This design comes from an exercise in tuning for small area on the open sky130 flow, not from production work. In this exercise RTL edits were held to simulation tests only and were not proved equivalent to the original. Power and IR drop assume default switching activity.

==> design.v <==
module luma_stage (
    input  logic             clk,
    input  logic             rst,
    input  logic [23:0] din,
    input  logic             hs_in,
    input  logic             vs_in,
    input  logic             de_in,
    output logic signed [9:0] pix_gray,
    output logic [11:0] pix_col,
    output logic             pix_de,
    output logic             pix_hs,
    output logic             pix_vs
);
    logic [7:0]  luma;
    logic signed [9:0]  gray_q;
    logic [11:0]  col_q;
    logic  de_q;
    logic  hs_q;
    logic  vs_q;
    assign luma = (din[23:16] >> 2) + (din[15:8] >> 1) + (din[7:0] >> 2);
    always_ff @(posedge clk) begin
        if (rst) begin
            gray_q <= '0;
            col_q  <= '0;
            de_q   <= 1'b0;
            hs_q   <= 1'b0;
            vs_q   <= 1'b0;
        end else begin
            gray_q <= {2'b00, luma};
            de_q   <= de_in;
            hs_q   <= hs_in;
            vs_q   <= vs_in;
            if (de_in) begin
                col_q <= de_q ? col_q + 12'd1 : '0;
            end
        end
    end
    assign pix_gray = gray_q;
    assign pix_col  = col_q;
    assign pix_de   = de_q;
    assign pix_hs   = hs_q;
    assign pix_vs   = vs_q;
endmodule
module diffusion_taps #(
    parameter int TAPS = 5
) (
    input  logic                  clk,
    input  logic                  rst,
    input  logic signed [9:0]      up_gray,
    input  logic [11:0]      up_col,
    input  logic                  up_de,
    input  logic                  up_hs,
    input  logic                  up_vs,
    input  logic [TAPS*10-1:0]    err,
    output logic signed [9:0]      down_gray,
    output logic [11:0]      down_col,
    output logic                  down_de,
    output logic                  down_hs,
    output logic                  down_vs
);
    logic signed [9:0] gray_in [TAPS];
    logic [11:0] col_in  [TAPS];
    logic de_in   [TAPS];
    logic hs_in   [TAPS];
    logic vs_in   [TAPS];
    logic signed [9:0] err_s   [TAPS];
    logic signed [9:0] sum     [TAPS];
    logic signed [9:0] sat     [TAPS];
    logic signed [9:0] gray_q  [TAPS];
    logic [11:0] col_q   [TAPS];
    logic de_q    [TAPS];
    logic hs_q    [TAPS];
    logic vs_q    [TAPS];
    for (genvar s = 0; s < TAPS; s++) begin : g_stage
        if (s == 0) begin : g_head
            assign gray_in[s] = up_gray;
            assign col_in[s]  = up_col;
            assign de_in[s]   = up_de;
            assign hs_in[s]   = up_hs;
            assign vs_in[s]   = up_vs;
        end else begin : g_link
            assign gray_in[s] = gray_q[s-1];
            assign col_in[s]  = col_q[s-1];
            assign de_in[s]   = de_q[s-1];
            assign hs_in[s]   = hs_q[s-1];
            assign vs_in[s]   = vs_q[s-1];
        end
        assign err_s[s] = err[(TAPS-1-s)*10 +: 10];
        assign sum[s] = gray_in[s] + err_s[s];
        assign sat[s] = (sum[s] < 0) ? '0 :
                        (sum[s] > $signed(10'(255))) ? $signed(10'(255)) : sum[s];
        always_ff @(posedge clk) begin
            if (rst) begin
                gray_q[s] <= '0;
                col_q[s]  <= '0;
                de_q[s]   <= 1'b0;
                hs_q[s]   <= 1'b0;
                vs_q[s]   <= 1'b0;
            end else begin
                gray_q[s] <= sat[s];
                col_q[s]  <= col_in[s];
                de_q[s]   <= de_in[s];
                hs_q[s]   <= hs_in[s];
                vs_q[s]   <= vs_in[s];
            end
        end
    end
    assign down_gray = gray_q[TAPS-1];
    assign down_col  = col_q[TAPS-1];
    assign down_de   = de_q[TAPS-1];
    assign down_hs   = hs_q[TAPS-1];
    assign down_vs   = vs_q[TAPS-1];
endmodule
module line_delay #(
    parameter int DEPTH = 19
) (
    input  logic             clk,
    input  logic             rst,
    input  logic signed [9:0] up_gray,
    input  logic [11:0] up_col,
    input  logic             up_de,
    input  logic             up_hs,
    input  logic             up_vs,
    output logic signed [9:0] down_gray,
    output logic [11:0] down_col,
    output logic             down_de,
    output logic             down_hs,
    output logic             down_vs
);
    logic signed [9:0] gray_sr [DEPTH];
    logic [11:0] col_sr  [DEPTH];
    logic de_sr   [DEPTH];
    logic hs_sr   [DEPTH];
    logic vs_sr   [DEPTH];
    always_ff @(posedge clk) begin
        if (rst) begin
            for (int i = 0; i < DEPTH; i++) begin
                gray_sr[i] <= '0;
                col_sr[i]  <= '0;
                de_sr[i]   <= 1'b0;
                hs_sr[i]   <= 1'b0;
                vs_sr[i]   <= 1'b0;
            end
        end else begin
            gray_sr[0] <= up_gray;
            col_sr[0]  <= up_col;
            de_sr[0]   <= up_de;
            hs_sr[0]   <= up_hs;
            vs_sr[0]   <= up_vs;
            for (int i = 1; i < DEPTH; i++) begin
                gray_sr[i] <= gray_sr[i-1];
                col_sr[i]  <= col_sr[i-1];
                de_sr[i]   <= de_sr[i-1];
                hs_sr[i]   <= hs_sr[i-1];
                vs_sr[i]   <= vs_sr[i-1];
            end
        end
    end
    assign down_gray = gray_sr[DEPTH-1];
    assign down_col  = col_sr[DEPTH-1];
    assign down_de   = de_sr[DEPTH-1];
    assign down_hs   = hs_sr[DEPTH-1];
    assign down_vs   = vs_sr[DEPTH-1];
endmodule
module error_quantizer (
    input  logic                        clk,
    input  logic                        rst,
    input  logic signed [9:0]            pix_gray,
    input  logic [11:0]            pix_col,
    input  logic                        pix_de,
    input  logic                        pix_hs,
    input  logic                        pix_vs,
    output logic [2*10-1:0]    err_row,
    output logic [5*10-1:0]    err_near,
    output logic [5*10-1:0]    err_far,
    output logic [23:0]            dout,
    output logic                        hs_out,
    output logic                        vs_out,
    output logic                        de_out
);
    logic signed [31:0] coli;
    logic ok_m2;
    logic ok_m1;
    logic ok_0;
    logic ok_p1;
    logic ok_p2;
    assign coli  = {20'b0, pix_col};
    assign ok_m2 = pix_de && (coli - 2 >= 0) && (coli - 2 < 16);
    assign ok_m1 = pix_de && (coli - 1 >= 0) && (coli - 1 < 16);
    assign ok_0  = pix_de && (coli < 16);
    assign ok_p1 = pix_de && (coli + 1 < 16);
    assign ok_p2 = pix_de && (coli + 2 < 16);
    logic signed [9:0] level;
    logic signed [9:0] q;
    logic signed [9:0] w7;
    logic signed [9:0] w5;
    logic signed [9:0] w3;
    logic signed [9:0] w1;
    logic [23:0] dout_q;
    logic hs_q;
    logic vs_q;
    logic de_q;
    assign level = (pix_gray >= $signed(10'(128))) ? $signed(10'(255)) : '0;
    assign q = pix_gray - level;
    assign w7 = (q >>> 4) + (q >>> 3) - (q >>> 5);
    assign w5 = (q >>> 3) - (q >>> 6);
    assign w3 = q >>> 4;
    assign w1 = (q >>> 6) + (q >>> 7);
    assign err_row[0*10 +: 10]  = ok_p1 ? w7 : '0;
    assign err_row[1*10 +: 10]  = ok_p2 ? w5 : '0;
    assign err_near[0*10 +: 10] = ok_m2 ? w3 : '0;
    assign err_near[1*10 +: 10] = ok_m1 ? w5 : '0;
    assign err_near[2*10 +: 10] = ok_0  ? w7 : '0;
    assign err_near[3*10 +: 10] = ok_p1 ? w5 : '0;
    assign err_near[4*10 +: 10] = ok_p2 ? w3 : '0;
    assign err_far[0*10 +: 10]  = ok_m2 ? w1 : '0;
    assign err_far[1*10 +: 10]  = ok_m1 ? w3 : '0;
    assign err_far[2*10 +: 10]  = ok_0  ? w5 : '0;
    assign err_far[3*10 +: 10]  = ok_p1 ? w3 : '0;
    assign err_far[4*10 +: 10]  = ok_p2 ? w1 : '0;
    always_ff @(posedge clk) begin
        if (rst) begin
            dout_q <= '0;
            hs_q   <= 1'b0;
            vs_q   <= 1'b0;
            de_q   <= 1'b0;
        end else begin
            dout_q <= {3{level[7:0]}};
            hs_q   <= pix_hs;
            vs_q   <= pix_vs;
            de_q   <= pix_de;
        end
    end
    assign dout   = dout_q;
    assign hs_out = hs_q;
    assign vs_out = vs_q;
    assign de_out = de_q;
endmodule
module dither_top (
    input  logic [23:0] din,
    input  logic        clk,
    input  logic        rst,
    input  logic        hs_in,
    input  logic        vs_in,
    input  logic        de_in,
    output logic [23:0] dout,
    output logic        hs_out,
    output logic        vs_out,
    output logic        de_out
);
    logic [2*10-1:0] err_row;
    logic [5*10-1:0] err_near;
    logic [5*10-1:0] err_far;
    logic signed [9:0] luma_far_gray, far_dly_gray, dly_near_gray, near_dly_gray, dly_row_gray, row_quant_gray;
    logic [11:0] luma_far_col,  far_dly_col,  dly_near_col,  near_dly_col,  dly_row_col,  row_quant_col;
    logic luma_far_de,   far_dly_de,   dly_near_de,   near_dly_de,   dly_row_de,   row_quant_de;
    logic luma_far_hs,   far_dly_hs,   dly_near_hs,   near_dly_hs,   dly_row_hs,   row_quant_hs;
    logic luma_far_vs,   far_dly_vs,   dly_near_vs,   near_dly_vs,   dly_row_vs,   row_quant_vs;
    luma_stage luma_stage_i (
        .clk      (clk),
        .rst      (rst),
        .din      (din),
        .hs_in    (hs_in),
        .vs_in    (vs_in),
        .de_in    (de_in),
        .pix_gray (luma_far_gray),
        .pix_col  (luma_far_col),
        .pix_de   (luma_far_de),
        .pix_hs   (luma_far_hs),
        .pix_vs   (luma_far_vs)
    );
    diffusion_taps #(.TAPS(5)) far_taps_i (
        .clk       (clk),
        .rst       (rst),
        .up_gray   (luma_far_gray),
        .up_col    (luma_far_col),
        .up_de     (luma_far_de),
        .up_hs     (luma_far_hs),
        .up_vs     (luma_far_vs),
        .err       (err_far),
        .down_gray (far_dly_gray),
        .down_col  (far_dly_col),
        .down_de   (far_dly_de),
        .down_hs   (far_dly_hs),
        .down_vs   (far_dly_vs)
    );
    line_delay #(.DEPTH(24 - 5)) far_delay_i (
        .clk       (clk),
        .rst       (rst),
        .up_gray   (far_dly_gray),
        .up_col    (far_dly_col),
        .up_de     (far_dly_de),
        .up_hs     (far_dly_hs),
        .up_vs     (far_dly_vs),
        .down_gray (dly_near_gray),
        .down_col  (dly_near_col),
        .down_de   (dly_near_de),
        .down_hs   (dly_near_hs),
        .down_vs   (dly_near_vs)
    );
    diffusion_taps #(.TAPS(5)) near_taps_i (
        .clk       (clk),
        .rst       (rst),
        .up_gray   (dly_near_gray),
        .up_col    (dly_near_col),
        .up_de     (dly_near_de),
        .up_hs     (dly_near_hs),
        .up_vs     (dly_near_vs),
        .err       (err_near),
        .down_gray (near_dly_gray),
        .down_col  (near_dly_col),
        .down_de   (near_dly_de),
        .down_hs   (near_dly_hs),
        .down_vs   (near_dly_vs)
    );
    line_delay #(.DEPTH(24 - 5)) near_delay_i (
        .clk       (clk),
        .rst       (rst),
        .up_gray   (near_dly_gray),
        .up_col    (near_dly_col),
        .up_de     (near_dly_de),
        .up_hs     (near_dly_hs),
        .up_vs     (near_dly_vs),
        .down_gray (dly_row_gray),
        .down_col  (dly_row_col),
        .down_de   (dly_row_de),
        .down_hs   (dly_row_hs),
        .down_vs   (dly_row_vs)
    );
    diffusion_taps #(.TAPS(2)) row_taps_i (
        .clk       (clk),
        .rst       (rst),
        .up_gray   (dly_row_gray),
        .up_col    (dly_row_col),
        .up_de     (dly_row_de),
        .up_hs     (dly_row_hs),
        .up_vs     (dly_row_vs),
        .err       (err_row),
        .down_gray (row_quant_gray),
        .down_col  (row_quant_col),
        .down_de   (row_quant_de),
        .down_hs   (row_quant_hs),
        .down_vs   (row_quant_vs)
    );
    error_quantizer error_quantizer_i (
        .clk      (clk),
        .rst      (rst),
        .pix_gray (row_quant_gray),
        .pix_col  (row_quant_col),
        .pix_de   (row_quant_de),
        .pix_hs   (row_quant_hs),
        .pix_vs   (row_quant_vs),
        .err_row  (err_row),
        .err_near (err_near),
        .err_far  (err_far),
        .dout     (dout),
        .hs_out   (hs_out),
        .vs_out   (vs_out),
        .de_out   (de_out)
    );
endmodule
==> run.sh <==
#!/bin/bash
# synth_recipe.tcl (not shown) runs the flow's synth.tcl, then flattens the netlist and writes it again
# the make line also repeats each setting of config.mk as NAME=value (left out here)
make -C /OpenROAD-flow-scripts/flow DESIGN_CONFIG=/design/flow/config.mk WORK_HOME=/design/flow/orfs CLKGATE_MAP_FILE= SYNTH_SCRIPT=/design/flow/synth_recipe.tcl finish
==> config.mk <==
export PLATFORM = sky130hd
export DESIGN_NAME = dither_top
export DESIGN_NICKNAME = dither_top
export VERILOG_FILES = /design/flow/design.v
export SDC_FILE = /design/flow/constraint.sdc
export NUM_CORES = 4
export LEC_CHECK = 0
export CAP_MARGIN = 20
export CORE_MARGIN = 2
export CORE_UTILIZATION = 40
export SLEW_MARGIN = 20
==> constraint.sdc <==
create_clock -name core_clock -period 7.0 [get_ports {clk}]
set_input_delay 1.4000 -clock core_clock [delete_from_list [all_inputs] [get_ports {clk}]]
set_output_delay 1.4000 -clock core_clock [all_outputs]
set_load 0.01 [all_outputs]
==> summary.md <==
| Metric | Value |
|---|---|
| Fraction of layout cells with a size suffix above 1 | under 10% |
| Starting Density | 40.4% |
| Die footprint | approximately 110000 µm² |
| Largest family of logic cells by synthesized area | simple AND/OR/NAND/NOR gates |
| Sw power | 3.39 mW |
| Period minus WS final | 6.40 ns |
| Via density | approximately 4.3 |
| Hold Crit Depth | 1 |
| Overflow after GRT | 0 |
| Critical Path RT | 7.55 ns |
| Height of the die | 325 µm |
| WP data arrival | 6.95 ns |
| Post_cts resized | 0 |
| Final HPWL DP | 34.0 mm |
| Mux share of post-synthesis cell area | 0.182% |
| Setup Viol. Count Final | 0 |
| Hold buffers post-CTS | 0 |
| Hold Crit Class | flop to flop |
| Simple-gate portion of the synthesized area | a little under a quarter |
| # DRC | 0 |
| Final Core Density | 46.5% |
| Crit-path max FO | 10 |
| Initial antenna violation count | 1 |
| Vias in the first global route | 20657 |
| 1st-iter DRT viols | 953 |
| Part of the total power dissipated in sequential elements | 49.0% |
| WL per Instance | roughly 11 µm |
| RR Endpoint | far_taps_i.gray_q[2][7] |
| RSZ-0062 raised after global routing | no |
| Root Buffer | clkbuf_16 |
| R2R depth | 25 |
| Int Power | 11.6 mW |
| Post-Synth Adder-Cell Area | 5.44% |
| I/O pin count | 56 |
| Total wire length | 57.7 mm |
| Placer's final routability congestion estimate | 0.804 |
| Worst-margin pin slew | between 1 and 1.5 ns |
| Pre-CTS WS | 0.422 ns |
| Final Cycle Share | approximately nine tenths |
| CTS clock-pin slew for the worst setup and hold paths | 0.06 ns |
| Crit. End Element | flop |
| Worst Hold Launch | near_delay_i.gray_sr[15][2] |
| Met2 wire length | 23.4 mm |
| Global-route wire length before repair | between 90 and 100 mm |
| Largest net degree at the start of global routing | 264 |
| Top cells by count, synth | 1277 x dfxtp_1, 1160 x nor2b_1, 199 x nor2_1 |
| Final non-filler cell total | 5217 |
| First-pass iteration count of the detailed router | 5 |
| Fin. Hold Viols | 0 |
| Area of the multi-input gates | between 10000 and 15000 µm² |
| Synth Instances | 3698 |
| Synth area leaders | dfxtp_1 62%, nor2b_1 18%, ha_1 4.2% |
| Startpoint types | flop |
| Max_cap viols | 0 |
| VDD IR max | 0.249 mV |
| Register area share after synthesis | 62.1% |
| Async set-reset flop share out of synthesis | 0% |
| Fin nets | approximately 3900 |
| CP startpoint | row_taps_i.gray_q[1][9] |
| Main synth FF type | dfxtp_1 |
| Pwr per Cell Area | 317 nW/µm² |
| Synth area leader | dfxtp_1 |
| R2R Setup Slk | 0.60 ns |
| CP Class | flop to flop |
| Reg2reg start | row_taps_i.gray_q[1][9] |
| H-tree depth | 4 |
| Synthesized area | between 40000 and 50000 µm² |
| Die width | 325 µm |
| Yosys top cell area share | 62.1% |
| Run status | no timing/DRC/antenna violations |
| CTS tree | built |
| Top-count cell post-synth | dfxtp_1 |
| Cells after DPL | approximately 5000 |
| Combinational Power Share | 5.8% |
| Reg area | 25600 µm² |
| Sw frac | between 20% and 30% |
| LEAKAGE | 19.2 nW |
| Via count | 22297 |
| XOR/XNOR share of the synthesized area | approximately 2.8% |
| Synth Warn # | 36 |
| Filler cells | 9617 |
| Routed Antenna Nets | 0 |
| Compound-cell area share of the yosys netlist | 4.43% |
| ANT cells | 0 |
| Post-synthesis average cell area | 11.1 µm² |
| Post-synthesis register bit count | between 1000 and 1500 |
| Clock latency (worst-skew pair) | slightly above 0.7 ns |
| Max layer used | met4 |
| Post-synth EDFFs | 0 |
| Power, Total | 15.0 mW |
| Final worst slack | 0.597 ns |
| Critical Path Slowest Stage Cell | or4b_2 |
| Port Buffers | 50 |
| Clk buf depth | 3 |
| Post-CTS Setup Inserts | 0 |
| Layout area overhead | 15.1% |
| Core area | roughly 100000 µm² |
| Relative slew slack | 23.8% |
| Synth unique cells | about 70 |
| Slowest cell delay on critical path | ~0.61 ns |
| Peak Freq | 156 MHz |
| Total CTS buffers | 130 |
| Final clock skew | 0.0456 ns |
| Clock power frac | 45.3% |
| WL met1 | between 30 and 40 mm |
| Max Slew Vio Count | 0 |
| Cell Rows | about 120 |
| Met3 WL | ~2.3 mm |
| Clock Sinks | 1277 |
| GRT Total Usage | between 10 and 15% |
| Crit path capture | far_taps_i.gray_q[2][7] |
| Fin Setup TNS | 0 ns |
## cell families after synthesis
kind of cell / after synthesis
AO/OA/AOI/OAI: 276
XOR/XNOR: 123
adder cells (fa/ha/maj): 164
buffers and inverters: 259
flip-flops: 1277
multiplexers: 7
other: 1
AND/OR/NAND/NOR: 1591
## worst min path at each step
stage | end | slack, ns
final | near_delay_i.gray_sr[16][2] | 0.41
after global routing | near_delay_i.gray_sr[9][3] | 0.42
after CTS | near_delay_i.gray_sr[16][2] | 0.41
after detailed placement | near_delay_i.col_sr[11][8] | 0.42
after global placement | far_delay_i.gray_sr[10][1] | 0.42
after floorplan | error_quantizer_i.hs_q | 0.41
## layout by cell type (no fill, tap or decap), types with 26 or more instances in the layout
cell type        count
inv_1               76
ha_1               139
nor2b_1           1160
dfxtp_1           1277
clkbuf_16          130
nand2_1             38
clkdlybuf4s50_1     49
nor3_1             100
a211oi_1            28
buf_4               26
o21ai_0             59
xor2_1              51
xnor2_1             65
a21oi_1             77
a21o_1              27
nor2_1             199
## power groups by stage
stage / Combinational (mW) / Clock, mW / Sequential [mW]
floorplan: 0.596 / 0 / 7.50
finish: 0.869 / 6.79 / 7.35
CTS: 0.884 / 7.03 / 7.34
detailed placement: 0.878 / 0 / 7.50
global placement: 0.876 / 0 / 7.51
global route: 0.975 / 7.34 / 7.35
## critical path: cells and delay by family (launching register included)
family                   cells  cell delay [ns]
AO/OA/AOI/OAI                8             1.82
multiplexers                 1             0.19
XOR/XNOR                     4             1.06
AND/OR/NAND/NOR              6             1.60
buffers and inverters        3             0.35
adder cells (fa/ha/maj)      3             0.88
flip-flops                   1             0.38
## layout make-up
class                      count  share of cell area [%]
sequential                  1277                    53.9
multi-input combinational   2185                    31.0
clock buffer                 180                    7.79
tap                         1368                    3.61
timing repair buffer          81                    1.69
clock inverter                48                    1.38
inverter                      78                   0.618
## per-layer routing
metal	vias up	global-route usage, %
li1	11805	-
met1	10136	15.7
met2	241	16.3
met3	115	2.77
met4	0	4.66
met5	-	0
## registers in the layout, summed over array words and instances, names as in the netlist, 24 cells and up
register,flops
far_delay_i.col_sr,228
near_delay_i.col_sr,228
far_delay_i.gray_sr,190
near_delay_i.gray_sr,190
far_taps_i.col_q,60
near_taps_i.col_q,60
far_taps_i.gray_q,50
near_taps_i.gray_q,50
row_taps_i.col_q,24
## per-stage QoR
step | hold slack (ns) | cell area [µm²]
global placement | 0.416 | 43000
floorplan | 0.414 | 41300
detailed placement | 0.420 | 43000
CTS | 0.405 | 47400
finish | 0.406 | 47400
global route | 0.423 | 47400

==> static timing again, ports no longer ideal <==
The flow's constraints put no driver on any port. The routed layout listed below was extracted and timed again, unchanged, in two steps. Step 1 sets driving cells, clkbuf_16 on the clock port and buf_2 on the other inputs (assumed; they add their load-dependent delay and slew). Step 2, shift: input delay + t, output delay - t, t = (earliest + latest rising clock arrival at the registers) / 2. This alone moves slack from input paths to output paths. Slacks: no drivers / after step 1 / after step 2; pairs: no drivers / after step 1.
t (ns): 0.766
slack for setup (ns): 0.597 / 0.597 / 0.597
latest minus earliest clock arrival (ns): 0.050 / 0.050
worst slew at a driven data input, ns: 0.06
After both steps this run still meets setup and hold. For this run, drivers alone change the setup slack by 0.000 ns; drivers and shift together by 0.000 ns.
